This is an optimization exercise on Yosys and OpenROAD, whose aim is small area and a short achievable clock period, not a production implementation. Function was checked by simulation only, so behaviour that the tests miss may differ from the original. Power is estimated from default activity; no workload was simulated.

==> design.v <==
module cic_iq_decim #(
  parameter int DIN_W    = 16,
  parameter int DOUT_W   = 16,
  parameter int STAGES   = 4,
  parameter int MAX_RATE = 16,
  parameter int GAIN_W   = 16,
  localparam int RATE_W  = $clog2(MAX_RATE + 1),
  localparam int ACC_W   = DIN_W + STAGES * $clog2(MAX_RATE),
  localparam int SHIFT_W = $clog2(ACC_W)
) (
  input  logic                     clk,
  input  logic                     rst,
  input  logic                     s_axis_data_tvalid,
  input  logic signed [DIN_W-1:0]  s_axis_data_tdata_real,
  input  logic signed [DIN_W-1:0]  s_axis_data_tdata_imag,
  input  logic                     cfg_load,
  input  logic [RATE_W-1:0]        cfg_rate,
  input  logic [SHIFT_W-1:0]       cfg_shift,
  input  logic [GAIN_W-1:0]        cfg_gain,
  output logic                     m_axis_data_tvalid,
  output logic signed [DOUT_W-1:0] m_axis_data_tdata_real,
  output logic signed [DOUT_W-1:0] m_axis_data_tdata_imag
);
  localparam int W   = 8;            
  localparam int L   = 32 / W;       
  localparam int NVV = L + 4;        
  localparam int NFV = L + 8;        
  logic [3:0]  rm1;                  
  logic [4:0]  shift_r;
  logic [15:0] gain_r;
  always_ff @(posedge clk) begin
    if (rst) begin
      rm1     <= 4'd1;
      shift_r <= '0;
      gain_r  <= 16'd16384;
    end else if (cfg_load) begin
      if (cfg_rate < 5'd2)
        rm1 <= 4'd1;
      else if (cfg_rate > 5'd16)
        rm1 <= 4'd15;
      else
        rm1 <= 4'(cfg_rate - 5'd1);
      shift_r <= cfg_shift;
      gain_r  <= cfg_gain;
    end
  end
  logic        flush_q;
  logic        v_q;
  logic [15:0] xr_q, xi_q, xi_d;
  always_ff @(posedge clk) begin
    flush_q <= rst | cfg_load;
    v_q     <= s_axis_data_tvalid;
    xr_q    <= s_axis_data_tvalid ? s_axis_data_tdata_real : 16'd0;
    xi_q    <= s_axis_data_tvalid ? s_axis_data_tdata_imag : 16'd0;
    xi_d    <= flush_q ? 16'd0 : xi_q;
  end
  logic [NVV-1:0] vv;
  assign vv[0] = v_q;
  always_ff @(posedge clk) begin
    if (flush_q) vv[NVV-1:1] <= '0;
    else         vv[NVV-1:1] <= vv[NVV-2:0];
  end
  logic [31:0] xd [2][L];
  assign xd[0][0] = {{16{xr_q[15]}}, xr_q};
  assign xd[1][0] = {{16{xi_d[15]}}, xi_d};
  always_ff @(posedge clk) begin
    for (int c = 0; c < 2; c++)
      for (int j = 1; j < L; j++)
        xd[c][j] <= flush_q ? 32'd0 : xd[c][j-1];
  end
  logic [W-1:0] integ  [2][4][L];
  logic         icar   [2][4][L];   
  logic [W:0]   isum   [2][4][L];
  always_comb begin
    for (int c = 0; c < 2; c++)
      for (int k = 0; k < 4; k++)
        for (int j = 0; j < L; j++)
          isum[c][k][j] = {1'b0, (k == 3 && fv[3 + j + c]) ? {W{1'b0}} : integ[c][k][j]}
                        + {1'b0, (k == 0) ? xd[c][j][j*W +: W]
                                          : (vv[k + j + c] ? integ[c][k-1][j] : {W{1'b0}})}
                        + (W+1)'((j == 0) ? 1'b0 : icar[c][k][j-1]);
  end
  always_ff @(posedge clk) begin
    for (int c = 0; c < 2; c++)
      for (int k = 0; k < 4; k++)
        for (int j = 0; j < L; j++) begin
          integ[c][k][j] <= flush_q ? {W{1'b0}} : isum[c][k][j][W-1:0];
          icar[c][k][j]  <= flush_q ? 1'b0 : isum[c][k][j][W];
        end
  end
  logic [3:0]     cnt;
  logic           fe;
  logic [NFV-1:0] fv;               
  assign fe = v_q & (cnt == rm1);
  always_ff @(posedge clk) begin
    if (flush_q) begin
      cnt <= '0;
      fv  <= '0;
    end else begin
      if (v_q)
        cnt <= fe ? 4'd0 : cnt + 4'd1;
      fv <= {fv[NFV-2:0], fe};
    end
  end
  logic [W-1:0] da  [1:3][L];       
  logic [W-1:0] db  [1:3][L];       
  logic         cbr [1:3][L];       
  logic [W-1:0] cin [1:4][L];       
  logic [W:0]   csum [1:3][L];
  logic [W-1:0] cmid [L];           
  always_comb begin
    for (int j = 0; j < L; j++) begin
      cin[1][j] = fv[4 + j] ? integ[1][3][j] : integ[0][3][j];
      cin[2][j] = cmid[j];
      for (int k = 1; k < 4; k++) begin
        csum[k][j] = {1'b0, cin[k][j]} + {1'b0, ~da[k][j]}
                   + (W+1)'((j == 0) ? 1'b1 : cbr[k][j-1]);
        if (k != 1)
          cin[k+1][j] = csum[k][j][W-1:0];
      end
    end
  end
  always_ff @(posedge clk) begin
    for (int j = 0; j < L; j++) begin
      cmid[j] <= csum[1][j][W-1:0];
      for (int k = 1; k < 4; k++) begin
        cbr[k][j] <= csum[k][j][W];
        if (flush_q) begin
          da[k][j] <= '0;
          db[k][j] <= '0;
        end else if (k < 2 ? (fv[3 + j] | fv[4 + j]) : (fv[4 + j] | fv[5 + j])) begin
          da[k][j] <= db[k][j];
          db[k][j] <= cin[k][j];
        end
      end
    end
  end
  logic [W-1:0] dsk [L][L];
  logic [31:0]  z;
  always_ff @(posedge clk) begin
    for (int j = 0; j < L; j++) begin
      dsk[j][0] <= cin[4][j];
      for (int d = 1; d < L - j; d++)
        dsk[j][d] <= dsk[j][d-1];
    end
  end
  always_comb
    for (int j = 0; j < L; j++)
      z[j*W +: W] = dsk[j][L-1-j];
  logic [30:0] ur;
  always_ff @(posedge clk)
    ur <= 31'(($signed({z, 1'b0})) >>> shift_r);
  logic [17:0] g3;
  always_ff @(posedge clk)
    g3 <= {2'b0, gain_r} + {1'b0, gain_r, 1'b0};
  logic bneg0, bs1_0, bs2_0, bs3_0, bs4_0;
  logic [17:0] bm0;
  logic bneg1, bs1_1, bs2_1, bs3_1, bs4_1;
  logic [17:0] bm1;
  logic bneg2, bs1_2, bs2_2, bs3_2, bs4_2;
  logic [17:0] bm2;
  logic bneg3, bs1_3, bs2_3, bs3_3, bs4_3;
  logic [17:0] bm3;
  logic bneg4, bs1_4, bs2_4, bs3_4, bs4_4;
  logic [17:0] bm4;
  logic bneg5, bs1_5, bs2_5, bs3_5, bs4_5;
  logic [17:0] bm5;
  logic bneg6, bs1_6, bs2_6, bs3_6, bs4_6;
  logic [17:0] bm6;
  logic bneg7, bs1_7, bs2_7, bs3_7, bs4_7;
  logic [17:0] bm7;
  logic bneg8, bs1_8, bs2_8, bs3_8, bs4_8;
  logic [17:0] bm8;
  logic bneg9, bs1_9, bs2_9, bs3_9, bs4_9;
  logic [17:0] bm9;
  logic ma0_s1, ma0_c2;
  logic ma0_s3, ma0_c4;
  logic ma0_s5, ma0_c6;
  logic ma0_s7, ma0_c8;
  logic ma0_s9, ma0_c10;
  logic ma0_s11, ma0_c12;
  logic ma0_s13, ma0_c14;
  logic ma0_s15, ma0_c16;
  logic ma0_s17, ma0_c18;
  logic ma0_s19, ma0_c20;
  logic ma0_s21, ma0_c22;
  logic ma0_s23, ma0_c24;
  logic ma0_s25, ma0_c26;
  logic ma0_s27, ma0_c28;
  logic ma0_s29, ma0_c30;
  logic ma0_s31, ma0_c32;
  logic ma0_s33, ma0_c34;
  logic ma0_s35, ma0_c36;
  logic ma0_s37, ma0_c38;
  logic ma0_s39, ma0_c40;
  logic ma0_s41, ma0_c42;
  logic ma0_s43, ma0_c44;
  logic ma0_s45, ma0_c46;
  logic ma0_s47, ma0_c48;
  logic ma0_s49, ma0_c50;
  logic ma0_s51, ma0_c52;
  logic ma0_s53, ma0_c54;
  logic ma1_s55, ma1_c56;
  logic ma1_s57, ma1_c58;
  logic ma1_s59, ma1_c60;
  logic ma1_s61, ma1_c62;
  logic ma1_s63, ma1_c64;
  logic ma1_s65, ma1_c66;
  logic ma1_s67, ma1_c68;
  logic ma1_s69, ma1_c70;
  logic ma1_s71, ma1_c72;
  logic ma1_s73, ma1_c74;
  logic ma1_s75, ma1_c76;
  logic ma1_s77, ma1_c78;
  logic ma1_s79, ma1_c80;
  logic ma1_s81, ma1_c82;
  logic ma1_s83, ma1_c84;
  logic ma1_s85, ma1_c86;
  logic ma1_s87, ma1_c88;
  logic ma1_s89, ma1_c90;
  logic ma1_s91, ma1_c92;
  logic ma1_s93, ma1_c94;
  logic ma1_s95, ma1_c96;
  logic ma1_s97, ma1_c98;
  logic ma1_s99, ma1_c100;
  logic ma1_s101, ma1_c102;
  logic ma1_s103, ma1_c104;
  logic ma1_s105, ma1_c106;
  logic ma1_s107, ma1_c108;
  logic ma1_s109, ma1_c110;
  logic ma1_s111, ma1_c112;
  logic ma1_s113, ma1_c114;
  logic ma1_s115, ma1_c116;
  logic ma1_s117, ma1_c118;
  logic ma1_s119, ma1_c120;
  logic ma1_s121, ma1_c122;
  logic ma1_s123, ma1_c124;
  logic ma1_s125, ma1_c126;
  logic ma1_s127, ma1_c128;
  logic ma1_s129, ma1_c130;
  logic ma1_s131, ma1_c132;
  logic [29:0] mr0;
  logic [29:0] mr1;
  logic [29:0] mr2;
  logic [29:0] mr3;
  logic mb0_s133, mb0_c134;
  logic mb0_s135, mb0_c136;
  logic mb0_s137, mb0_c138;
  logic mb0_s139, mb0_c140;
  logic mb0_s141, mb0_c142;
  logic mb0_s143, mb0_c144;
  logic mb0_s145, mb0_c146;
  logic mb0_s147, mb0_c148;
  logic mb0_s149, mb0_c150;
  logic mb0_s151, mb0_c152;
  logic mb0_s153, mb0_c154;
  logic mb0_s155, mb0_c156;
  logic mb0_s157, mb0_c158;
  logic mb0_s159, mb0_c160;
  logic mb0_s161, mb0_c162;
  logic mb0_s163, mb0_c164;
  logic mb0_s165, mb0_c166;
  logic mb0_s167, mb0_c168;
  logic mb0_s169, mb0_c170;
  logic mb0_s171, mb0_c172;
  logic mb0_s173, mb0_c174;
  logic mb0_s175, mb0_c176;
  logic mb0_s177, mb0_c178;
  logic mb0_s179, mb0_c180;
  logic mb1_s181, mb1_c182;
  logic mb1_s183, mb1_c184;
  logic mb1_s185, mb1_c186;
  logic mb1_s187, mb1_c188;
  logic mb1_s189, mb1_c190;
  logic mb1_s191, mb1_c192;
  logic mb1_s193, mb1_c194;
  logic mb1_s195, mb1_c196;
  logic mb1_s197, mb1_c198;
  logic mb1_s199, mb1_c200;
  logic mb1_s201, mb1_c202;
  logic mb1_s203, mb1_c204;
  logic mb1_s205, mb1_c206;
  logic mb1_s207, mb1_c208;
  logic mb1_s209, mb1_c210;
  logic mb1_s211, mb1_c212;
  logic mb1_s213, mb1_c214;
  logic mb1_s215, mb1_c216;
  logic mb1_s217, mb1_c218;
  logic mb1_s219, mb1_c220;
  logic mb1_s221, mb1_c222;
  logic mb1_s223, mb1_c224;
  logic mb1_s225, mb1_c226;
  logic mb1_s227, mb1_c228;
  logic mb1_s229, mb1_c230;
  logic mb1_s231, mb1_c232;
  logic mb1_s233, mb1_c234;
  logic [29:0] mx, my;
  logic [29:0] psum;
  logic [15:0] p;
  assign bneg0 = ur[3];
  assign bs1_0 = ur[3] ? (ur[2] & (ur[1] ^ ur[0])) : (~ur[2] & (ur[1] ^ ur[0]));
  assign bs2_0 = (~ur[2] & ur[1] & ur[0]) | (ur[2] & ~ur[1] & ~ur[0]);
  assign bs3_0 = ur[3] ? (~ur[2] & (ur[1] ^ ur[0])) : (ur[2] & (ur[1] ^ ur[0]));
  assign bs4_0 = ur[3] ? (~ur[2] & ~ur[1] & ~ur[0]) : (ur[2] & ur[1] & ur[0]);
  assign bm0 = (({18{bs1_0}} & {2'b0, gain_r}) | ({18{bs2_0}} & {1'b0, gain_r, 1'b0}) | ({18{bs3_0}} & g3) | ({18{bs4_0}} & {gain_r, 2'b0})) ^ {18{bneg0}};
  assign bneg1 = ur[6];
  assign bs1_1 = ur[6] ? (ur[5] & (ur[4] ^ ur[3])) : (~ur[5] & (ur[4] ^ ur[3]));
  assign bs2_1 = (~ur[5] & ur[4] & ur[3]) | (ur[5] & ~ur[4] & ~ur[3]);
  assign bs3_1 = ur[6] ? (~ur[5] & (ur[4] ^ ur[3])) : (ur[5] & (ur[4] ^ ur[3]));
  assign bs4_1 = ur[6] ? (~ur[5] & ~ur[4] & ~ur[3]) : (ur[5] & ur[4] & ur[3]);
  assign bm1 = (({18{bs1_1}} & {2'b0, gain_r}) | ({18{bs2_1}} & {1'b0, gain_r, 1'b0}) | ({18{bs3_1}} & g3) | ({18{bs4_1}} & {gain_r, 2'b0})) ^ {18{bneg1}};
  assign bneg2 = ur[9];
  assign bs1_2 = ur[9] ? (ur[8] & (ur[7] ^ ur[6])) : (~ur[8] & (ur[7] ^ ur[6]));
  assign bs2_2 = (~ur[8] & ur[7] & ur[6]) | (ur[8] & ~ur[7] & ~ur[6]);
  assign bs3_2 = ur[9] ? (~ur[8] & (ur[7] ^ ur[6])) : (ur[8] & (ur[7] ^ ur[6]));
  assign bs4_2 = ur[9] ? (~ur[8] & ~ur[7] & ~ur[6]) : (ur[8] & ur[7] & ur[6]);
  assign bm2 = (({18{bs1_2}} & {2'b0, gain_r}) | ({18{bs2_2}} & {1'b0, gain_r, 1'b0}) | ({18{bs3_2}} & g3) | ({18{bs4_2}} & {gain_r, 2'b0})) ^ {18{bneg2}};
  assign bneg3 = ur[12];
  assign bs1_3 = ur[12] ? (ur[11] & (ur[10] ^ ur[9])) : (~ur[11] & (ur[10] ^ ur[9]));
  assign bs2_3 = (~ur[11] & ur[10] & ur[9]) | (ur[11] & ~ur[10] & ~ur[9]);
  assign bs3_3 = ur[12] ? (~ur[11] & (ur[10] ^ ur[9])) : (ur[11] & (ur[10] ^ ur[9]));
  assign bs4_3 = ur[12] ? (~ur[11] & ~ur[10] & ~ur[9]) : (ur[11] & ur[10] & ur[9]);
  assign bm3 = (({18{bs1_3}} & {2'b0, gain_r}) | ({18{bs2_3}} & {1'b0, gain_r, 1'b0}) | ({18{bs3_3}} & g3) | ({18{bs4_3}} & {gain_r, 2'b0})) ^ {18{bneg3}};
  assign bneg4 = ur[15];
  assign bs1_4 = ur[15] ? (ur[14] & (ur[13] ^ ur[12])) : (~ur[14] & (ur[13] ^ ur[12]));
  assign bs2_4 = (~ur[14] & ur[13] & ur[12]) | (ur[14] & ~ur[13] & ~ur[12]);
  assign bs3_4 = ur[15] ? (~ur[14] & (ur[13] ^ ur[12])) : (ur[14] & (ur[13] ^ ur[12]));
  assign bs4_4 = ur[15] ? (~ur[14] & ~ur[13] & ~ur[12]) : (ur[14] & ur[13] & ur[12]);
  assign bm4 = (({18{bs1_4}} & {2'b0, gain_r}) | ({18{bs2_4}} & {1'b0, gain_r, 1'b0}) | ({18{bs3_4}} & g3) | ({18{bs4_4}} & {gain_r, 2'b0})) ^ {18{bneg4}};
  assign bneg5 = ur[18];
  assign bs1_5 = ur[18] ? (ur[17] & (ur[16] ^ ur[15])) : (~ur[17] & (ur[16] ^ ur[15]));
  assign bs2_5 = (~ur[17] & ur[16] & ur[15]) | (ur[17] & ~ur[16] & ~ur[15]);
  assign bs3_5 = ur[18] ? (~ur[17] & (ur[16] ^ ur[15])) : (ur[17] & (ur[16] ^ ur[15]));
  assign bs4_5 = ur[18] ? (~ur[17] & ~ur[16] & ~ur[15]) : (ur[17] & ur[16] & ur[15]);
  assign bm5 = (({18{bs1_5}} & {2'b0, gain_r}) | ({18{bs2_5}} & {1'b0, gain_r, 1'b0}) | ({18{bs3_5}} & g3) | ({18{bs4_5}} & {gain_r, 2'b0})) ^ {18{bneg5}};
  assign bneg6 = ur[21];
  assign bs1_6 = ur[21] ? (ur[20] & (ur[19] ^ ur[18])) : (~ur[20] & (ur[19] ^ ur[18]));
  assign bs2_6 = (~ur[20] & ur[19] & ur[18]) | (ur[20] & ~ur[19] & ~ur[18]);
  assign bs3_6 = ur[21] ? (~ur[20] & (ur[19] ^ ur[18])) : (ur[20] & (ur[19] ^ ur[18]));
  assign bs4_6 = ur[21] ? (~ur[20] & ~ur[19] & ~ur[18]) : (ur[20] & ur[19] & ur[18]);
  assign bm6 = (({18{bs1_6}} & {2'b0, gain_r}) | ({18{bs2_6}} & {1'b0, gain_r, 1'b0}) | ({18{bs3_6}} & g3) | ({18{bs4_6}} & {gain_r, 2'b0})) ^ {18{bneg6}};
  assign bneg7 = ur[24];
  assign bs1_7 = ur[24] ? (ur[23] & (ur[22] ^ ur[21])) : (~ur[23] & (ur[22] ^ ur[21]));
  assign bs2_7 = (~ur[23] & ur[22] & ur[21]) | (ur[23] & ~ur[22] & ~ur[21]);
  assign bs3_7 = ur[24] ? (~ur[23] & (ur[22] ^ ur[21])) : (ur[23] & (ur[22] ^ ur[21]));
  assign bs4_7 = ur[24] ? (~ur[23] & ~ur[22] & ~ur[21]) : (ur[23] & ur[22] & ur[21]);
  assign bm7 = (({18{bs1_7}} & {2'b0, gain_r}) | ({18{bs2_7}} & {1'b0, gain_r, 1'b0}) | ({18{bs3_7}} & g3) | ({18{bs4_7}} & {gain_r, 2'b0})) ^ {18{bneg7}};
  assign bneg8 = ur[27];
  assign bs1_8 = ur[27] ? (ur[26] & (ur[25] ^ ur[24])) : (~ur[26] & (ur[25] ^ ur[24]));
  assign bs2_8 = (~ur[26] & ur[25] & ur[24]) | (ur[26] & ~ur[25] & ~ur[24]);
  assign bs3_8 = ur[27] ? (~ur[26] & (ur[25] ^ ur[24])) : (ur[26] & (ur[25] ^ ur[24]));
  assign bs4_8 = ur[27] ? (~ur[26] & ~ur[25] & ~ur[24]) : (ur[26] & ur[25] & ur[24]);
  assign bm8 = (({18{bs1_8}} & {2'b0, gain_r}) | ({18{bs2_8}} & {1'b0, gain_r, 1'b0}) | ({18{bs3_8}} & g3) | ({18{bs4_8}} & {gain_r, 2'b0})) ^ {18{bneg8}};
  assign bneg9 = ur[30];
  assign bs1_9 = ur[30] ? (ur[29] & (ur[28] ^ ur[27])) : (~ur[29] & (ur[28] ^ ur[27]));
  assign bs2_9 = (~ur[29] & ur[28] & ur[27]) | (ur[29] & ~ur[28] & ~ur[27]);
  assign bs3_9 = ur[30] ? (~ur[29] & (ur[28] ^ ur[27])) : (ur[29] & (ur[28] ^ ur[27]));
  assign bs4_9 = ur[30] ? (~ur[29] & ~ur[28] & ~ur[27]) : (ur[29] & ur[28] & ur[27]);
  assign bm9 = (({18{bs1_9}} & {2'b0, gain_r}) | ({18{bs2_9}} & {1'b0, gain_r, 1'b0}) | ({18{bs3_9}} & g3) | ({18{bs4_9}} & {gain_r, 2'b0})) ^ {18{bneg9}};
  assign ma0_s1 = bm0[15] ^ bm1[12];
  assign ma0_c2 = bm0[15] & bm1[12];
  assign ma0_s3 = bm0[16] ^ bm1[13];
  assign ma0_c4 = bm0[16] & bm1[13];
  assign ma0_s5 = bm0[17] ^ bm1[14];
  assign ma0_c6 = bm0[17] & bm1[14];
  assign ma0_s7 = ~bneg0 ^ bm1[15] ^ bm2[12];
  assign ma0_c8 = (~bneg0 & bm1[15]) | (~bneg0 & bm2[12]) | (bm1[15] & bm2[12]);
  assign ma0_s9 = bm3[9] ^ bm4[6] ^ bm5[3];
  assign ma0_c10 = (bm3[9] & bm4[6]) | (bm3[9] & bm5[3]) | (bm4[6] & bm5[3]);
  assign ma0_s11 = bm1[16] ^ bm2[13] ^ bm3[10];
  assign ma0_c12 = (bm1[16] & bm2[13]) | (bm1[16] & bm3[10]) | (bm2[13] & bm3[10]);
  assign ma0_s13 = bm4[7] ^ bm5[4];
  assign ma0_c14 = bm4[7] & bm5[4];
  assign ma0_s15 = bm1[17] ^ bm2[14] ^ bm3[11];
  assign ma0_c16 = (bm1[17] & bm2[14]) | (bm1[17] & bm3[11]) | (bm2[14] & bm3[11]);
  assign ma0_s17 = bm4[8] ^ bm5[5];
  assign ma0_c18 = bm4[8] & bm5[5];
  assign ma0_s19 = ~bneg1 ^ bm2[15] ^ bm3[12];
  assign ma0_c20 = (~bneg1 & bm2[15]) | (~bneg1 & bm3[12]) | (bm2[15] & bm3[12]);
  assign ma0_s21 = bm4[9] ^ bm5[6] ^ bm6[3];
  assign ma0_c22 = (bm4[9] & bm5[6]) | (bm4[9] & bm6[3]) | (bm5[6] & bm6[3]);
  assign ma0_s23 = bm2[16] ^ bm3[13] ^ bm4[10];
  assign ma0_c24 = (bm2[16] & bm3[13]) | (bm2[16] & bm4[10]) | (bm3[13] & bm4[10]);
  assign ma0_s25 = bm5[7] ^ bm6[4];
  assign ma0_c26 = bm5[7] & bm6[4];
  assign ma0_s27 = bm2[17] ^ bm3[14] ^ bm4[11];
  assign ma0_c28 = (bm2[17] & bm3[14]) | (bm2[17] & bm4[11]) | (bm3[14] & bm4[11]);
  assign ma0_s29 = bm5[8] ^ bm6[5];
  assign ma0_c30 = bm5[8] & bm6[5];
  assign ma0_s31 = ~bneg2 ^ bm3[15] ^ bm4[12];
  assign ma0_c32 = (~bneg2 & bm3[15]) | (~bneg2 & bm4[12]) | (bm3[15] & bm4[12]);
  assign ma0_s33 = bm5[9] ^ bm6[6] ^ bm7[3];
  assign ma0_c34 = (bm5[9] & bm6[6]) | (bm5[9] & bm7[3]) | (bm6[6] & bm7[3]);
  assign ma0_s35 = bm3[16] ^ bm4[13] ^ bm5[10];
  assign ma0_c36 = (bm3[16] & bm4[13]) | (bm3[16] & bm5[10]) | (bm4[13] & bm5[10]);
  assign ma0_s37 = bm6[7] ^ bm7[4];
  assign ma0_c38 = bm6[7] & bm7[4];
  assign ma0_s39 = bm3[17] ^ bm4[14] ^ bm5[11];
  assign ma0_c40 = (bm3[17] & bm4[14]) | (bm3[17] & bm5[11]) | (bm4[14] & bm5[11]);
  assign ma0_s41 = bm6[8] ^ bm7[5];
  assign ma0_c42 = bm6[8] & bm7[5];
  assign ma0_s43 = ~bneg3 ^ bm4[15] ^ bm5[12];
  assign ma0_c44 = (~bneg3 & bm4[15]) | (~bneg3 & bm5[12]) | (bm4[15] & bm5[12]);
  assign ma0_s45 = bm6[9] ^ bm7[6] ^ bm8[3];
  assign ma0_c46 = (bm6[9] & bm7[6]) | (bm6[9] & bm8[3]) | (bm7[6] & bm8[3]);
  assign ma0_s47 = bm4[16] ^ bm5[13] ^ bm6[10];
  assign ma0_c48 = (bm4[16] & bm5[13]) | (bm4[16] & bm6[10]) | (bm5[13] & bm6[10]);
  assign ma0_s49 = bm7[7] ^ bm8[4];
  assign ma0_c50 = bm7[7] & bm8[4];
  assign ma0_s51 = bm4[17] ^ bm5[14] ^ bm6[11];
  assign ma0_c52 = (bm4[17] & bm5[14]) | (bm4[17] & bm6[11]) | (bm5[14] & bm6[11]);
  assign ma0_s53 = bm7[8] ^ bm8[5];
  assign ma0_c54 = bm7[8] & bm8[5];
  assign ma1_s55 = bm0[9] ^ bm1[6];
  assign ma1_c56 = bm0[9] & bm1[6];
  assign ma1_s57 = bm0[10] ^ bm1[7];
  assign ma1_c58 = bm0[10] & bm1[7];
  assign ma1_s59 = bm0[11] ^ bm1[8];
  assign ma1_c60 = bm0[11] & bm1[8];
  assign ma1_s61 = bm0[12] ^ bm1[9] ^ bm2[6];
  assign ma1_c62 = (bm0[12] & bm1[9]) | (bm0[12] & bm2[6]) | (bm1[9] & bm2[6]);
  assign ma1_s63 = bm3[3] ^ bm4[0];
  assign ma1_c64 = bm3[3] & bm4[0];
  assign ma1_s65 = bm0[13] ^ bm1[10] ^ bm2[7];
  assign ma1_c66 = (bm0[13] & bm1[10]) | (bm0[13] & bm2[7]) | (bm1[10] & bm2[7]);
  assign ma1_s67 = bm3[4] ^ bm4[1] ^ 1'b1;
  assign ma1_c68 = (bm3[4] & bm4[1]) | (bm3[4] & 1'b1) | (bm4[1] & 1'b1);
  assign ma1_s69 = bm0[14] ^ bm1[11] ^ bm2[8];
  assign ma1_c70 = (bm0[14] & bm1[11]) | (bm0[14] & bm2[8]) | (bm1[11] & bm2[8]);
  assign ma1_s71 = bm3[5] ^ bm4[2];
  assign ma1_c72 = bm3[5] & bm4[2];
  assign ma1_s73 = ma0_s1 ^ bm2[9] ^ bm3[6];
  assign ma1_c74 = (ma0_s1 & bm2[9]) | (ma0_s1 & bm3[6]) | (bm2[9] & bm3[6]);
  assign ma1_s75 = bm4[3] ^ bm5[0] ^ bneg5;
  assign ma1_c76 = (bm4[3] & bm5[0]) | (bm4[3] & bneg5) | (bm5[0] & bneg5);
  assign ma1_s77 = ma0_s3 ^ bm2[10] ^ bm3[7];
  assign ma1_c78 = (ma0_s3 & bm2[10]) | (ma0_s3 & bm3[7]) | (bm2[10] & bm3[7]);
  assign ma1_s79 = bm4[4] ^ bm5[1] ^ ma0_c2;
  assign ma1_c80 = (bm4[4] & bm5[1]) | (bm4[4] & ma0_c2) | (bm5[1] & ma0_c2);
  assign ma1_s81 = ma0_s5 ^ bm2[11] ^ bm3[8];
  assign ma1_c82 = (ma0_s5 & bm2[11]) | (ma0_s5 & bm3[8]) | (bm2[11] & bm3[8]);
  assign ma1_s83 = bm4[5] ^ bm5[2] ^ ma0_c4;
  assign ma1_c84 = (bm4[5] & bm5[2]) | (bm4[5] & ma0_c4) | (bm5[2] & ma0_c4);
  assign ma1_s85 = ma0_s7 ^ ma0_s9 ^ bm6[0];
  assign ma1_c86 = (ma0_s7 & ma0_s9) | (ma0_s7 & bm6[0]) | (ma0_s9 & bm6[0]);
  assign ma1_s87 = bneg6 ^ 1'b1 ^ ma0_c6;
  assign ma1_c88 = (bneg6 & 1'b1) | (bneg6 & ma0_c6) | (1'b1 & ma0_c6);
  assign ma1_s89 = ma0_s11 ^ ma0_s13 ^ bm6[1];
  assign ma1_c90 = (ma0_s11 & ma0_s13) | (ma0_s11 & bm6[1]) | (ma0_s13 & bm6[1]);
  assign ma1_s91 = 1'b1 ^ ma0_c8 ^ ma0_c10;
  assign ma1_c92 = (1'b1 & ma0_c8) | (1'b1 & ma0_c10) | (ma0_c8 & ma0_c10);
  assign ma1_s93 = ma0_s15 ^ ma0_s17 ^ bm6[2];
  assign ma1_c94 = (ma0_s15 & ma0_s17) | (ma0_s15 & bm6[2]) | (ma0_s17 & bm6[2]);
  assign ma1_s95 = 1'b1 ^ ma0_c12 ^ ma0_c14;
  assign ma1_c96 = (1'b1 & ma0_c12) | (1'b1 & ma0_c14) | (ma0_c12 & ma0_c14);
  assign ma1_s97 = ma0_s19 ^ ma0_s21 ^ bm7[0];
  assign ma1_c98 = (ma0_s19 & ma0_s21) | (ma0_s19 & bm7[0]) | (ma0_s21 & bm7[0]);
  assign ma1_s99 = bneg7 ^ ma0_c16 ^ ma0_c18;
  assign ma1_c100 = (bneg7 & ma0_c16) | (bneg7 & ma0_c18) | (ma0_c16 & ma0_c18);
  assign ma1_s101 = ma0_s23 ^ ma0_s25 ^ bm7[1];
  assign ma1_c102 = (ma0_s23 & ma0_s25) | (ma0_s23 & bm7[1]) | (ma0_s25 & bm7[1]);
  assign ma1_s103 = 1'b1 ^ ma0_c20 ^ ma0_c22;
  assign ma1_c104 = (1'b1 & ma0_c20) | (1'b1 & ma0_c22) | (ma0_c20 & ma0_c22);
  assign ma1_s105 = ma0_s27 ^ ma0_s29 ^ bm7[2];
  assign ma1_c106 = (ma0_s27 & ma0_s29) | (ma0_s27 & bm7[2]) | (ma0_s29 & bm7[2]);
  assign ma1_s107 = 1'b1 ^ ma0_c24 ^ ma0_c26;
  assign ma1_c108 = (1'b1 & ma0_c24) | (1'b1 & ma0_c26) | (ma0_c24 & ma0_c26);
  assign ma1_s109 = ma0_s31 ^ ma0_s33 ^ bm8[0];
  assign ma1_c110 = (ma0_s31 & ma0_s33) | (ma0_s31 & bm8[0]) | (ma0_s33 & bm8[0]);
  assign ma1_s111 = bneg8 ^ ma0_c28 ^ ma0_c30;
  assign ma1_c112 = (bneg8 & ma0_c28) | (bneg8 & ma0_c30) | (ma0_c28 & ma0_c30);
  assign ma1_s113 = ma0_s35 ^ ma0_s37 ^ bm8[1];
  assign ma1_c114 = (ma0_s35 & ma0_s37) | (ma0_s35 & bm8[1]) | (ma0_s37 & bm8[1]);
  assign ma1_s115 = 1'b1 ^ ma0_c32 ^ ma0_c34;
  assign ma1_c116 = (1'b1 & ma0_c32) | (1'b1 & ma0_c34) | (ma0_c32 & ma0_c34);
  assign ma1_s117 = ma0_s39 ^ ma0_s41 ^ bm8[2];
  assign ma1_c118 = (ma0_s39 & ma0_s41) | (ma0_s39 & bm8[2]) | (ma0_s41 & bm8[2]);
  assign ma1_s119 = 1'b1 ^ ma0_c36 ^ ma0_c38;
  assign ma1_c120 = (1'b1 & ma0_c36) | (1'b1 & ma0_c38) | (ma0_c36 & ma0_c38);
  assign ma1_s121 = ma0_s43 ^ ma0_s45 ^ bm9[0];
  assign ma1_c122 = (ma0_s43 & ma0_s45) | (ma0_s43 & bm9[0]) | (ma0_s45 & bm9[0]);
  assign ma1_s123 = bneg9 ^ ma0_c40 ^ ma0_c42;
  assign ma1_c124 = (bneg9 & ma0_c40) | (bneg9 & ma0_c42) | (ma0_c40 & ma0_c42);
  assign ma1_s125 = ma0_s47 ^ ma0_s49 ^ bm9[1];
  assign ma1_c126 = (ma0_s47 & ma0_s49) | (ma0_s47 & bm9[1]) | (ma0_s49 & bm9[1]);
  assign ma1_s127 = 1'b1 ^ ma0_c44 ^ ma0_c46;
  assign ma1_c128 = (1'b1 & ma0_c44) | (1'b1 & ma0_c46) | (ma0_c44 & ma0_c46);
  assign ma1_s129 = ma0_s51 ^ ma0_s53 ^ bm9[2];
  assign ma1_c130 = (ma0_s51 & ma0_s53) | (ma0_s51 & bm9[2]) | (ma0_s53 & bm9[2]);
  assign ma1_s131 = 1'b1 ^ ma0_c48 ^ ma0_c50;
  assign ma1_c132 = (1'b1 & ma0_c48) | (1'b1 & ma0_c50) | (ma0_c48 & ma0_c50);
  assign mb0_s133 = mr0[6] ^ mr1[6];
  assign mb0_c134 = mr0[6] & mr1[6];
  assign mb0_s135 = mr0[7] ^ mr1[7];
  assign mb0_c136 = mr0[7] & mr1[7];
  assign mb0_s137 = mr0[8] ^ mr1[8];
  assign mb0_c138 = mr0[8] & mr1[8];
  assign mb0_s139 = mr0[9] ^ mr1[9] ^ mr2[9];
  assign mb0_c140 = (mr0[9] & mr1[9]) | (mr0[9] & mr2[9]) | (mr1[9] & mr2[9]);
  assign mb0_s141 = mr0[10] ^ mr1[10] ^ mr2[10];
  assign mb0_c142 = (mr0[10] & mr1[10]) | (mr0[10] & mr2[10]) | (mr1[10] & mr2[10]);
  assign mb0_s143 = mr0[11] ^ mr1[11] ^ mr2[11];
  assign mb0_c144 = (mr0[11] & mr1[11]) | (mr0[11] & mr2[11]) | (mr1[11] & mr2[11]);
  assign mb0_s145 = mr0[12] ^ mr1[12] ^ mr2[12];
  assign mb0_c146 = (mr0[12] & mr1[12]) | (mr0[12] & mr2[12]) | (mr1[12] & mr2[12]);
  assign mb0_s147 = mr0[13] ^ mr1[13] ^ mr2[13];
  assign mb0_c148 = (mr0[13] & mr1[13]) | (mr0[13] & mr2[13]) | (mr1[13] & mr2[13]);
  assign mb0_s149 = mr0[14] ^ mr1[14] ^ mr2[14];
  assign mb0_c150 = (mr0[14] & mr1[14]) | (mr0[14] & mr2[14]) | (mr1[14] & mr2[14]);
  assign mb0_s151 = mr0[15] ^ mr1[15] ^ mr2[15];
  assign mb0_c152 = (mr0[15] & mr1[15]) | (mr0[15] & mr2[15]) | (mr1[15] & mr2[15]);
  assign mb0_s153 = mr0[16] ^ mr1[16] ^ mr2[16];
  assign mb0_c154 = (mr0[16] & mr1[16]) | (mr0[16] & mr2[16]) | (mr1[16] & mr2[16]);
  assign mb0_s155 = mr0[17] ^ mr1[17] ^ mr2[17];
  assign mb0_c156 = (mr0[17] & mr1[17]) | (mr0[17] & mr2[17]) | (mr1[17] & mr2[17]);
  assign mb0_s157 = mr0[18] ^ mr1[18] ^ mr2[18];
  assign mb0_c158 = (mr0[18] & mr1[18]) | (mr0[18] & mr2[18]) | (mr1[18] & mr2[18]);
  assign mb0_s159 = mr0[19] ^ mr1[19] ^ mr2[19];
  assign mb0_c160 = (mr0[19] & mr1[19]) | (mr0[19] & mr2[19]) | (mr1[19] & mr2[19]);
  assign mb0_s161 = mr0[20] ^ mr1[20] ^ mr2[20];
  assign mb0_c162 = (mr0[20] & mr1[20]) | (mr0[20] & mr2[20]) | (mr1[20] & mr2[20]);
  assign mb0_s163 = mr0[21] ^ mr1[21] ^ mr2[21];
  assign mb0_c164 = (mr0[21] & mr1[21]) | (mr0[21] & mr2[21]) | (mr1[21] & mr2[21]);
  assign mb0_s165 = mr0[22] ^ mr1[22] ^ mr2[22];
  assign mb0_c166 = (mr0[22] & mr1[22]) | (mr0[22] & mr2[22]) | (mr1[22] & mr2[22]);
  assign mb0_s167 = mr0[23] ^ mr1[23] ^ mr2[23];
  assign mb0_c168 = (mr0[23] & mr1[23]) | (mr0[23] & mr2[23]) | (mr1[23] & mr2[23]);
  assign mb0_s169 = mr0[24] ^ mr1[24] ^ mr2[24];
  assign mb0_c170 = (mr0[24] & mr1[24]) | (mr0[24] & mr2[24]) | (mr1[24] & mr2[24]);
  assign mb0_s171 = mr0[25] ^ mr1[25] ^ mr2[25];
  assign mb0_c172 = (mr0[25] & mr1[25]) | (mr0[25] & mr2[25]) | (mr1[25] & mr2[25]);
  assign mb0_s173 = mr0[26] ^ mr1[26] ^ mr2[26];
  assign mb0_c174 = (mr0[26] & mr1[26]) | (mr0[26] & mr2[26]) | (mr1[26] & mr2[26]);
  assign mb0_s175 = mr0[27] ^ mr1[27] ^ mr2[27];
  assign mb0_c176 = (mr0[27] & mr1[27]) | (mr0[27] & mr2[27]) | (mr1[27] & mr2[27]);
  assign mb0_s177 = mr0[28] ^ mr1[28] ^ mr2[28];
  assign mb0_c178 = (mr0[28] & mr1[28]) | (mr0[28] & mr2[28]) | (mr1[28] & mr2[28]);
  assign mb0_s179 = mr0[29] ^ mr1[29] ^ mr2[29];
  assign mb0_c180 = (mr0[29] & mr1[29]) | (mr0[29] & mr2[29]) | (mr1[29] & mr2[29]);
  assign mb1_s181 = mr0[3] ^ mr1[3];
  assign mb1_c182 = mr0[3] & mr1[3];
  assign mb1_s183 = mr0[4] ^ mr1[4];
  assign mb1_c184 = mr0[4] & mr1[4];
  assign mb1_s185 = mr0[5] ^ mr1[5];
  assign mb1_c186 = mr0[5] & mr1[5];
  assign mb1_s187 = mb0_s133 ^ mr2[6] ^ mr3[6];
  assign mb1_c188 = (mb0_s133 & mr2[6]) | (mb0_s133 & mr3[6]) | (mr2[6] & mr3[6]);
  assign mb1_s189 = mb0_s135 ^ mr2[7] ^ mb0_c134;
  assign mb1_c190 = (mb0_s135 & mr2[7]) | (mb0_s135 & mb0_c134) | (mr2[7] & mb0_c134);
  assign mb1_s191 = mb0_s137 ^ mr2[8] ^ mb0_c136;
  assign mb1_c192 = (mb0_s137 & mr2[8]) | (mb0_s137 & mb0_c136) | (mr2[8] & mb0_c136);
  assign mb1_s193 = mb0_s139 ^ mr3[9] ^ mb0_c138;
  assign mb1_c194 = (mb0_s139 & mr3[9]) | (mb0_s139 & mb0_c138) | (mr3[9] & mb0_c138);
  assign mb1_s195 = mb0_s141 ^ mr3[10] ^ mb0_c140;
  assign mb1_c196 = (mb0_s141 & mr3[10]) | (mb0_s141 & mb0_c140) | (mr3[10] & mb0_c140);
  assign mb1_s197 = mb0_s143 ^ mr3[11] ^ mb0_c142;
  assign mb1_c198 = (mb0_s143 & mr3[11]) | (mb0_s143 & mb0_c142) | (mr3[11] & mb0_c142);
  assign mb1_s199 = mb0_s145 ^ mr3[12] ^ mb0_c144;
  assign mb1_c200 = (mb0_s145 & mr3[12]) | (mb0_s145 & mb0_c144) | (mr3[12] & mb0_c144);
  assign mb1_s201 = mb0_s147 ^ mr3[13] ^ mb0_c146;
  assign mb1_c202 = (mb0_s147 & mr3[13]) | (mb0_s147 & mb0_c146) | (mr3[13] & mb0_c146);
  assign mb1_s203 = mb0_s149 ^ mr3[14] ^ mb0_c148;
  assign mb1_c204 = (mb0_s149 & mr3[14]) | (mb0_s149 & mb0_c148) | (mr3[14] & mb0_c148);
  assign mb1_s205 = mb0_s151 ^ mr3[15] ^ mb0_c150;
  assign mb1_c206 = (mb0_s151 & mr3[15]) | (mb0_s151 & mb0_c150) | (mr3[15] & mb0_c150);
  assign mb1_s207 = mb0_s153 ^ mr3[16] ^ mb0_c152;
  assign mb1_c208 = (mb0_s153 & mr3[16]) | (mb0_s153 & mb0_c152) | (mr3[16] & mb0_c152);
  assign mb1_s209 = mb0_s155 ^ mr3[17] ^ mb0_c154;
  assign mb1_c210 = (mb0_s155 & mr3[17]) | (mb0_s155 & mb0_c154) | (mr3[17] & mb0_c154);
  assign mb1_s211 = mb0_s157 ^ mr3[18] ^ mb0_c156;
  assign mb1_c212 = (mb0_s157 & mr3[18]) | (mb0_s157 & mb0_c156) | (mr3[18] & mb0_c156);
  assign mb1_s213 = mb0_s159 ^ mr3[19] ^ mb0_c158;
  assign mb1_c214 = (mb0_s159 & mr3[19]) | (mb0_s159 & mb0_c158) | (mr3[19] & mb0_c158);
  assign mb1_s215 = mb0_s161 ^ mr3[20] ^ mb0_c160;
  assign mb1_c216 = (mb0_s161 & mr3[20]) | (mb0_s161 & mb0_c160) | (mr3[20] & mb0_c160);
  assign mb1_s217 = mb0_s163 ^ mr3[21] ^ mb0_c162;
  assign mb1_c218 = (mb0_s163 & mr3[21]) | (mb0_s163 & mb0_c162) | (mr3[21] & mb0_c162);
  assign mb1_s219 = mb0_s165 ^ mr3[22] ^ mb0_c164;
  assign mb1_c220 = (mb0_s165 & mr3[22]) | (mb0_s165 & mb0_c164) | (mr3[22] & mb0_c164);
  assign mb1_s221 = mb0_s167 ^ mr3[23] ^ mb0_c166;
  assign mb1_c222 = (mb0_s167 & mr3[23]) | (mb0_s167 & mb0_c166) | (mr3[23] & mb0_c166);
  assign mb1_s223 = mb0_s169 ^ mr3[24] ^ mb0_c168;
  assign mb1_c224 = (mb0_s169 & mr3[24]) | (mb0_s169 & mb0_c168) | (mr3[24] & mb0_c168);
  assign mb1_s225 = mb0_s171 ^ mr3[25] ^ mb0_c170;
  assign mb1_c226 = (mb0_s171 & mr3[25]) | (mb0_s171 & mb0_c170) | (mr3[25] & mb0_c170);
  assign mb1_s227 = mb0_s173 ^ mr3[26] ^ mb0_c172;
  assign mb1_c228 = (mb0_s173 & mr3[26]) | (mb0_s173 & mb0_c172) | (mr3[26] & mb0_c172);
  assign mb1_s229 = mb0_s175 ^ mr3[27] ^ mb0_c174;
  assign mb1_c230 = (mb0_s175 & mr3[27]) | (mb0_s175 & mb0_c174) | (mr3[27] & mb0_c174);
  assign mb1_s231 = mb0_s177 ^ mr3[28] ^ mb0_c176;
  assign mb1_c232 = (mb0_s177 & mr3[28]) | (mb0_s177 & mb0_c176) | (mr3[28] & mb0_c176);
  assign mb1_s233 = mb0_s179 ^ mr3[29] ^ mb0_c178;
  assign mb1_c234 = (mb0_s179 & mr3[29]) | (mb0_s179 & mb0_c178) | (mr3[29] & mb0_c178);
  assign mx[0] = mr0[0];
  assign my[0] = mr1[0];
  assign mx[1] = mr0[1];
  assign my[1] = 1'b0;
  assign mx[2] = mr0[2];
  assign my[2] = 1'b0;
  assign mx[3] = mb1_s181;
  assign my[3] = mr2[3];
  assign mx[4] = mb1_s183;
  assign my[4] = mb1_c182;
  assign mx[5] = mb1_s185;
  assign my[5] = mb1_c184;
  assign mx[6] = mb1_s187;
  assign my[6] = mb1_c186;
  assign mx[7] = mb1_s189;
  assign my[7] = mb1_c188;
  assign mx[8] = mb1_s191;
  assign my[8] = mb1_c190;
  assign mx[9] = mb1_s193;
  assign my[9] = mb1_c192;
  assign mx[10] = mb1_s195;
  assign my[10] = mb1_c194;
  assign mx[11] = mb1_s197;
  assign my[11] = mb1_c196;
  assign mx[12] = mb1_s199;
  assign my[12] = mb1_c198;
  assign mx[13] = mb1_s201;
  assign my[13] = mb1_c200;
  assign mx[14] = mb1_s203;
  assign my[14] = mb1_c202;
  assign mx[15] = mb1_s205;
  assign my[15] = mb1_c204;
  assign mx[16] = mb1_s207;
  assign my[16] = mb1_c206;
  assign mx[17] = mb1_s209;
  assign my[17] = mb1_c208;
  assign mx[18] = mb1_s211;
  assign my[18] = mb1_c210;
  assign mx[19] = mb1_s213;
  assign my[19] = mb1_c212;
  assign mx[20] = mb1_s215;
  assign my[20] = mb1_c214;
  assign mx[21] = mb1_s217;
  assign my[21] = mb1_c216;
  assign mx[22] = mb1_s219;
  assign my[22] = mb1_c218;
  assign mx[23] = mb1_s221;
  assign my[23] = mb1_c220;
  assign mx[24] = mb1_s223;
  assign my[24] = mb1_c222;
  assign mx[25] = mb1_s225;
  assign my[25] = mb1_c224;
  assign mx[26] = mb1_s227;
  assign my[26] = mb1_c226;
  assign mx[27] = mb1_s229;
  assign my[27] = mb1_c228;
  assign mx[28] = mb1_s231;
  assign my[28] = mb1_c230;
  assign mx[29] = mb1_s233;
  assign my[29] = mb1_c232;
  assign psum = mx + my;
  assign p = psum[29:14];
  always_ff @(posedge clk) begin
    mr0[0] <= bm0[0];
    mr1[0] <= bneg0;
    mr2[0] <= 1'b0;
    mr3[0] <= 1'b0;
    mr0[1] <= bm0[1];
    mr1[1] <= 1'b0;
    mr2[1] <= 1'b0;
    mr3[1] <= 1'b0;
    mr0[2] <= bm0[2];
    mr1[2] <= 1'b0;
    mr2[2] <= 1'b0;
    mr3[2] <= 1'b0;
    mr0[3] <= bm0[3];
    mr1[3] <= bm1[0];
    mr2[3] <= bneg1;
    mr3[3] <= 1'b0;
    mr0[4] <= bm0[4];
    mr1[4] <= bm1[1];
    mr2[4] <= 1'b0;
    mr3[4] <= 1'b0;
    mr0[5] <= bm0[5];
    mr1[5] <= bm1[2];
    mr2[5] <= 1'b0;
    mr3[5] <= 1'b0;
    mr0[6] <= bm0[6];
    mr1[6] <= bm1[3];
    mr2[6] <= bm2[0];
    mr3[6] <= bneg2;
    mr0[7] <= bm0[7];
    mr1[7] <= bm1[4];
    mr2[7] <= bm2[1];
    mr3[7] <= 1'b0;
    mr0[8] <= bm0[8];
    mr1[8] <= bm1[5];
    mr2[8] <= bm2[2];
    mr3[8] <= 1'b0;
    mr0[9] <= ma1_s55;
    mr1[9] <= bm2[3];
    mr2[9] <= bm3[0];
    mr3[9] <= bneg3;
    mr0[10] <= ma1_s57;
    mr1[10] <= bm2[4];
    mr2[10] <= bm3[1];
    mr3[10] <= ma1_c56;
    mr0[11] <= ma1_s59;
    mr1[11] <= bm2[5];
    mr2[11] <= bm3[2];
    mr3[11] <= ma1_c58;
    mr0[12] <= ma1_s61;
    mr1[12] <= ma1_s63;
    mr2[12] <= bneg4;
    mr3[12] <= ma1_c60;
    mr0[13] <= ma1_s65;
    mr1[13] <= ma1_s67;
    mr2[13] <= ma1_c62;
    mr3[13] <= ma1_c64;
    mr0[14] <= ma1_s69;
    mr1[14] <= ma1_s71;
    mr2[14] <= ma1_c66;
    mr3[14] <= ma1_c68;
    mr0[15] <= ma1_s73;
    mr1[15] <= ma1_s75;
    mr2[15] <= ma1_c70;
    mr3[15] <= ma1_c72;
    mr0[16] <= ma1_s77;
    mr1[16] <= ma1_s79;
    mr2[16] <= ma1_c74;
    mr3[16] <= ma1_c76;
    mr0[17] <= ma1_s81;
    mr1[17] <= ma1_s83;
    mr2[17] <= ma1_c78;
    mr3[17] <= ma1_c80;
    mr0[18] <= ma1_s85;
    mr1[18] <= ma1_s87;
    mr2[18] <= ma1_c82;
    mr3[18] <= ma1_c84;
    mr0[19] <= ma1_s89;
    mr1[19] <= ma1_s91;
    mr2[19] <= ma1_c86;
    mr3[19] <= ma1_c88;
    mr0[20] <= ma1_s93;
    mr1[20] <= ma1_s95;
    mr2[20] <= ma1_c90;
    mr3[20] <= ma1_c92;
    mr0[21] <= ma1_s97;
    mr1[21] <= ma1_s99;
    mr2[21] <= ma1_c94;
    mr3[21] <= ma1_c96;
    mr0[22] <= ma1_s101;
    mr1[22] <= ma1_s103;
    mr2[22] <= ma1_c98;
    mr3[22] <= ma1_c100;
    mr0[23] <= ma1_s105;
    mr1[23] <= ma1_s107;
    mr2[23] <= ma1_c102;
    mr3[23] <= ma1_c104;
    mr0[24] <= ma1_s109;
    mr1[24] <= ma1_s111;
    mr2[24] <= ma1_c106;
    mr3[24] <= ma1_c108;
    mr0[25] <= ma1_s113;
    mr1[25] <= ma1_s115;
    mr2[25] <= ma1_c110;
    mr3[25] <= ma1_c112;
    mr0[26] <= ma1_s117;
    mr1[26] <= ma1_s119;
    mr2[26] <= ma1_c114;
    mr3[26] <= ma1_c116;
    mr0[27] <= ma1_s121;
    mr1[27] <= ma1_s123;
    mr2[27] <= ma1_c118;
    mr3[27] <= ma1_c120;
    mr0[28] <= ma1_s125;
    mr1[28] <= ma1_s127;
    mr2[28] <= ma1_c122;
    mr3[28] <= ma1_c124;
    mr0[29] <= ma1_s129;
    mr1[29] <= ma1_s131;
    mr2[29] <= ma1_c126;
    mr3[29] <= ma1_c128;
  end
  logic [15:0] p_hold;
  always_ff @(posedge clk) begin
    p_hold <= p;
    m_axis_data_tdata_real <= p_hold;
    m_axis_data_tdata_imag <= p;
    m_axis_data_tvalid <= fv[L + 7] & ~flush_q & ~rst & ~cfg_load;
  end
endmodule
==> flow/run.sh <==
#!/bin/bash
# Standard ORFS layout, with repair_timing asked to reach a larger setup slack than the
# constraint needs (the SDC is unchanged), and plain buffers on the ports.
# Each tool's output stays in orfs/logs/; make's output goes to standard.log.
set -euo pipefail
cd "$(dirname "$0")/.."
export SETUP_SLACK_MARGIN=${MARGIN:-6.3}
export BUFFER_PORTS_ARGS="-buffer_cell sky130_fd_sc_hd__buf_1"
bash standard.sh > standard.log 2>&1
==> standard.sh <==
#!/bin/bash
# synth_recipe.tcl (not shown) runs the flow's synth.tcl, then flattens the netlist and writes it again
# the make line also repeats each setting of config.mk as NAME=value (left out here)
make -C /OpenROAD-flow-scripts/flow DESIGN_CONFIG=/design/flow/config.mk WORK_HOME=/design/flow/orfs CLKGATE_MAP_FILE= SYNTH_SCRIPT=/design/flow/synth_recipe.tcl "${@:-finish}"
==> config.mk <==
export PLATFORM = sky130hd
export DESIGN_NAME = cic_iq_decim
export DESIGN_NICKNAME = cic_iq_decim
export VERILOG_FILES = /design/flow/design.v
export SDC_FILE = /design/flow/constraint.sdc
export NUM_CORES = 4
export LEC_CHECK = 0
export ABC_AREA = 1
export CAP_MARGIN = 20
export CORE_MARGIN = 2
export CORE_UTILIZATION = 40
export CTS_CLUSTER_DIAMETER = 200
export CTS_CLUSTER_SIZE = 25
export SLEW_MARGIN = 20
==> constraint.sdc <==
create_clock -name core_clock -period 9.5 [get_ports {clk}]
set_input_delay 1.9000 -clock core_clock [delete_from_list [all_inputs] [get_ports {clk}]]
set_output_delay 1.9000 -clock core_clock [all_outputs]
set_load 0.01 [all_outputs]
==> run summary, run 1 <==
Final GP Congestion 0.919; reg2reg start mr2[12]$_DFF_P_; Syn. warnings 12; FF-to-FF End p_hold[15]$_DFF_P_; Synth Cell Area 48800 µm²; RSZ-0062 raised after global routing false; layout cells sized above 1 2.68%; Tcrit/Tclk final 32.7%; CP Cell Sequence fa_1 -> fa_1 -> ha_1 -> nand2_1 -> nor2_1 -> nand2_1 -> o211ai_1 -> nand3_1 -> nand2_1 -> xor2_1; total iterations of the first detailed-routing run 5; final count of pins violating max slew 0; Logic pwr share 44.2%; Max Cap Violations 0; fmax 0.322 GHz; final instance area 51800 µm²; Layout Nets 6876; GRT Total Usage 18.3%; largest net degree at the start of global routing 175; Leak 24.2 nW; post-synthesis async set-or-reset flop share 0%; largest fanout on the critical path 3; Flop pwr share 38.2%; die area 125000 µm²; Hold Crit Start dsk[8][4]$_DFF_P_; Slew @ Worst Pin 1.06 ns; I/O Pins 95; total CTS buffers 41; Core Area 121000 µm²; IO Port Bufs 94; status complete, no violations; Final setup viols 0; vias in the first global route 37400; Crit path top cell by count nand2_1; FP Rows 128; startpoint types register; #FFs+latches synth 898; delay-heaviest family, CP adder cells; FF-to-FF setup slack 6.40 ns; Worst VDD drop 0.396 mV; Mapped Nets 6936; Hold Crit Class register to register; DR iter-0 viols 2353; Worst EP arrival 3.70 ns; initial antenna violation count 1; Max Buffers Root-to-Sink 3; Switch Pwr 4.81 mW; CTS clk-pin slew, worst paths 0.10 ns; CTS tree built; crit path kind register to register; Initial Util 40.2%; total clock sinks 898; most common cell after layout, fill and taps aside inv_1; worst-case reg-to-reg path depth 10; Synth Flop Type dfxtp_1; dpl ws 5.78 ns; final HPWL from detailed placement 84.2 mm; Sum Neg Setup Slack 0 ns; first-pass GRT wire length 190 mm; commonest cells after routing, fill and taps aside inv_1 (1008), nand2_1 (947), dfxtp_1 (888); Final ANT Viol Nets 0; insertion delay to the later sink of the worst-skew pair 0.66 ns; area delta synth->final 6.00%; Crit path largest cell delay 0.46 ns; CTS Root Cell clkbuf_16; via count 39300; Worst Path Required 10.10 ns; clk_skew 0.0261 ns; endpoints failing hold 0; drt drc 0; Power Dens Cells 225 nW/µm²; hold buffers post-CTS 0; clock share of power 17.6%; hold path cells 0; register area share after synthesis 36.8%; Min Clock Period, post-route 3.10 ns; WP buf/inv 0; Yosys cell types 53; Antenna diodes 0; Die Ht 353 µm; Int Power 6.84 mW; grt ovf 0; Switching Share 41.3%; slowest CP cell fa_1; Post-Syn Area per Cell 7.71 µm²; average via count per standard cell 4.97; Slew HR 29.5%; routed wire length 115 mm; CP endpoint kind register; worst setup margin 6.40 ns; Synth Instances 6333; Hold Path Sink dsk[9][4]$_DFF_P_; DR WL/cell 14.6 µm; H-tree depth 2; Die Wd 353 µm; fin util 42.6%; EDFF count, synth 0; post-placement cell area 50400 µm²
[how the worst max path moves through the flow]
stage	end	from	slack [ns]	depth (start not counted)
CTS	m_axis_data_tdata_imag[3]	p_hold[3]$_DFF_P_	6.32	1
detailed placement	mr0[27]$_DFF_P_	ur[12]$_DFF_P_	5.78	9
global route	p_hold[15]$_DFF_P_	mr0[10]$_DFF_P_	6.31	10
floorplan	rm1[1]$_SDFFE_PP0P_	cfg_rate[1]	6.79	5
finish	p_hold[15]$_DFF_P_	mr2[12]$_DFF_P_	6.40	10
global placement	mr0[27]$_DFF_P_	ur[12]$_DFF_P_	5.89	9
[registers in the layout (all words and copies together), names as in the netlist, 18 cells and up]
signal	count
integ	256
da	96
db	96
dsk	80
cmid	32
ur	31
mr0	30
mr1	28
mr2	25
icar	24
mr3	22
xd	20
g3	18
[worst reg2reg max path: cells and delay by family (launching register included)]
family,cells,cell delay [ns]
xor+xnor,1,0.17
fa+ha+maj,3,1.24
compound gates,1,0.39
simple gates,5,0.81
flops,1,0.44
[per-stage QoR]
step                cells  hold slack (ns)  power [mW]
global route         7901            0.334        12.6
floorplan            6333            0.310        8.02
global placement     7845            0.311        9.65
finish               7901            0.308        11.6
detailed placement   7845            0.312        9.69
CTS                  7896            0.328        11.8
[layout make-up]
class,instances,area (µm²)
Fill cell,12500,69600
Multi-Input combinational cell,4167,26000
Inverter,1035,3910
Clock inverter,2,36.3
Sequential cell,898,18000
Timing Repair Buffer,130,672
Tap cell,1625,2030
Clock buffer,44,1070
[power by group through the flow]
stage | Combinational, mW | Clock, mW | Sequential, mW
after floorplan | 3.55 | 0 | 4.47
after global placement | 5.11 | 0 | 4.54
after detailed placement | 5.15 | 0 | 4.54
after CTS | 5.18 | 2.16 | 4.46
after global routing | 5.77 | 2.28 | 4.49
final | 5.15 | 2.05 | 4.45
[synth_stat cells (26+ instances only)]
cell      number  area [µm²]
a21oi_1      589        2950
clkbuf_1     182         683
dfxtp_1      898       18000
fa_1         158        3160
ha_1         383        4790
inv_1       1011        3790
nand2_1      950        3570
nand3_1      195         976
nand4_1       32         200
nor2_1       575        2160
nor3_1        27         135
o21ai_0      606        3030
o22ai_1      215        1350
xnor2_1       26         228
xor2_1       215        1880
[repair_timing]
| item | 4_1_cts | 5_1_grt |
|---|---|---|
| buffers inserted | 5 | 3 |
| pin swaps | 1 | 1 |
| endpoints found under the setup margin | 137 | 119 |
| gates resized for setup | 13 | 15 |
[per-layer routing]
layer  part of all wire (%)  up-vias  GRT usage [%]
met3                    4.4      182           2.52
met1                     44    17900           22.7
met5                      0        -              0
met2                     48      729           32.5
li1                       -    20400              -
met4                    3.3        0           5.87
[cell families (layout without fill, tap and decap cells)]
group / count (synthesis) / in the layout / share of synthesized area, %
buffers and inverters: 1268 / 1211 / 10.0
XOR/XNOR: 241 / 241 / 4.32
AO/OA/AOI/OAI: 1565 / 1565 / 17.5
AND/OR/NAND/NOR: 1816 / 1816 / 14.9
adder cells (fa/ha/maj): 541 / 541 / 16.3
flip-flops: 898 / 898 / 36.8
multiplexers: 4 / 4 / 0.0820
==> run 2: changes to the inputs <==
--- a/flow/run.sh
+++ b/flow/run.sh
@@ -4,6 +4,6 @@
 # Each tool's output stays in orfs/logs/; make's output goes to standard.log.
 set -euo pipefail
 cd "$(dirname "$0")/.."
-export SETUP_SLACK_MARGIN=${MARGIN:-6.3}
+export SETUP_SLACK_MARGIN=${MARGIN:-6.45}
 export BUFFER_PORTS_ARGS="-buffer_cell sky130_fd_sc_hd__buf_1"
 bash standard.sh > standard.log 2>&1
==> run summary, run 2 <==
Worst Path Required 7.60 ns; Power Dens Cells 228 nW/µm²; post-synthesis async set-or-reset flop share 0%; Final ANT Viol Nets 0; largest net degree at the start of global routing 175; area delta synth->final 6.80%; Commonest cells post-synth inv_1 (1011), nand2_1 (950), dfxtp_1 (898); Syn. warnings 12; routed wire length 116 mm; Final GP Congestion 0.919; CTS clk-pin slew, worst paths 0.10 ns; Worst EP arrival 1.11 ns; Placed Instances 7845; dpl ws 5.78 ns; drt drc 0; die area 125000 µm²; crit path kind register to output port; FP Rows 128; total clock sinks 898; Hold Crit Class register to register; #FFs+latches synth 898; final instance area 52100 µm²; largest fanout on the critical path 2; clk_skew 0.0250 ns; commonest cells after routing, fill and taps aside inv_1 (1006), nand2_1 (945), dfxtp_1 (868); top cells by area, synth dfxtp_1 (37%), ha_1 (9.8%), inv_1 (7.8%), nand2_1 (7.3%), fa_1 (6.5%); Yosys cell types 53; fmax 0.332 GHz; top flop regs integ (256), da (96), db (96); Post-Syn Area per Cell 7.71 µm²; most common cell after layout, fill and taps aside inv_1; Worst VDD drop 0.394 mV; Synth Cell Area 48800 µm²; hold buffers post-CTS 0; Max Cap Violations 0; Synth Instances 6333; register area share after synthesis 36.8%; Min Clock Period, post-route 3.01 ns; Leak 24.4 nW; CP endpoint kind output port; initial antenna violation count 1; H-tree depth 2; Core Area 121000 µm²; slowest CP cell dfxtp_4; average via count per standard cell 4.97; IO Port Bufs 94; status complete, no violations; Final setup viols 0; largest register by flop count integ; Post-Layout Cell Count 7911; Max Buffers Root-to-Sink 3; top cell type's share of synthesized area 36.8%; worst setup margin 6.49 ns; GRT Total Usage 18.3%; via count 39300; Tcrit/Tclk final 31.7%; CTS Root Cell clkbuf_16; final HPWL from detailed placement 84.2 mm; DR iter-0 viols 2498; vias in the first global route 37500; post-synth top area cell dfxtp_1; layout cells sized above 1 3.93%; grt ovf 0; startpoint types register; Synth Flop Type dfxtp_1; Die Wd 353 µm; post-placement cell area 50400 µm²; endpoints failing hold 0; Slew @ Worst Pin 1.10 ns; Die Ht 353 µm; RSZ-0062 raised after global routing true; EDFF count, synth 0; leading cell type by number of instances after synthesis inv_1; max reg flops 256; Layout Nets 6885; I/O Pins 95; Crit path largest cell delay 0.36 ns; WP buf/inv 1; DR WL/cell 14.6 µm; final count of pins violating max slew 0; Initial Util 40.2%; Mapped Nets 6936; CTS tree built; insertion delay to the later sink of the worst-skew pair 0.66 ns; total iterations of the first detailed-routing run 8; total CTS buffers 41; CP Cell Sequence buf_6; first-pass GRT wire length 190 mm; Sum Neg Setup Slack 0 ns; delay-heaviest family, CP flip-flops; Slew HR 27.0%
run 2: cell counts after synthesis:
Identical to the previous run, type by type.
run 2: per-stage QoR:
| step | util (%) | total power, mW | hold WS (ns) |
|---|---|---|---|
| floorplan | - | 8.02 | 0.310 |
| global placement | 41.6 | 9.65 | 0.311 |
| detailed placement | 41.6 | 9.69 | 0.312 |
| CTS | 42.7 | 11.9 | 0.328 |
| global route | 43.0 | 12.8 | 0.334 |
| finish | 43.0 | 11.9 | 0.312 |
run 2: layer usage:
layer,GRT usage [%],up-vias,wire (µm)
met5,0,-,0
met4,5.72,0,3820
met3,2.53,196,5160
met2,32.6,788,55600
met1,22.7,17900,51000
li1,-,20400,-
run 2: path summary, 6_finish.rpt:
check,startpoint,end,slack (ns),depth (start not counted)
worst max register to register,gain_r[9]$_SDFFE_PP0P_,mr0[19]$_DFF_P_,6.56,6
worst max-delay path,p_hold[3]$_DFF_P_,m_axis_data_tdata_imag[3],6.49,1
worst min register to register,dsk[8][4]$_DFF_P_,dsk[9][4]$_DFF_P_,0.31,0
worst min-delay path,dsk[8][4]$_DFF_P_,dsk[9][4]$_DFF_P_,0.31,0
run 2: what timing repair did:
action                                  CTS  global route
buffers inserted                          8             9
endpoints found under the hold margin     0             0
cloned                                    0             0
resized for setup                        84            50
pin swaps                                 2             5
endpoints found under the setup margin  180           141
run 2: cells by family after synthesis:
logic type	after synthesis	synth area share, %
buffers and inverters	1268	10.0
adder cells (fa/ha/maj)	541	16.3
AND/OR/NAND/NOR	1816	14.9
XOR/XNOR	241	4.32
AO/OA/AOI/OAI	1565	17.5
multiplexers	4	0.0820
flip-flops	898	36.8
run 2: power by group:
| part | switching [mW] | total (mW) | internal (mW) |
|---|---|---|---|
| Combinational | 3.40 | 5.37 | 1.96 |
| Clock | 1.24 | 2.05 | 0.814 |
| Sequential | 0.265 | 4.47 | 4.20 |
| Total | 4.91 | 11.9 | 6.98 |
run 2: final cells by class:
| class | instances | area, µm² |
|---|---|---|
| antenna | 1 | 2.50 |
| tap | 1625 | 2030 |
| multi-input combinational | 4167 | 26100 |
| fill | 12500 | 69300 |
| sequential | 898 | 18000 |
| inverter | 1035 | 3940 |
| clock buffer | 44 | 1070 |
| clock inverter | 2 | 36.3 |
| timing repair buffer | 139 | 897 |

afterwards: timing with drivers on the ports:
In the flow no input, the clock included, has a driving cell. The finished layouts below were timed again as built, in two steps. Step 1: set_driving_cell puts a clkbuf_16 on clk and a buf_2 on each other input, an assumption about the parent block. Step 2, shift: input delay + t, output delay - t, t = (earliest + latest rising clock arrival at the registers) / 2. This alone moves slack from input paths to output paths. Three values: ideal ports, drivers, drivers and shift; two values: the first two.
run | shift t [ns] | setup slack, ns | worst setup path after step 2 | clock arrival spread, ns | worst slew at a driven data input, ns
run 1 | 0.716 | 6.398 / 6.356 / 6.263 | input to register | 0.028 / 0.028 | 0.06
run 2 | 0.714 | 6.488 / 6.418 / 6.263 | input to register | 0.029 / 0.029 | 0.07
After both steps setup and hold are still met in every run listed. The setup slack of run 2, which loses most, moves by -0.070 ns with the drivers and by -0.225 ns with both steps.
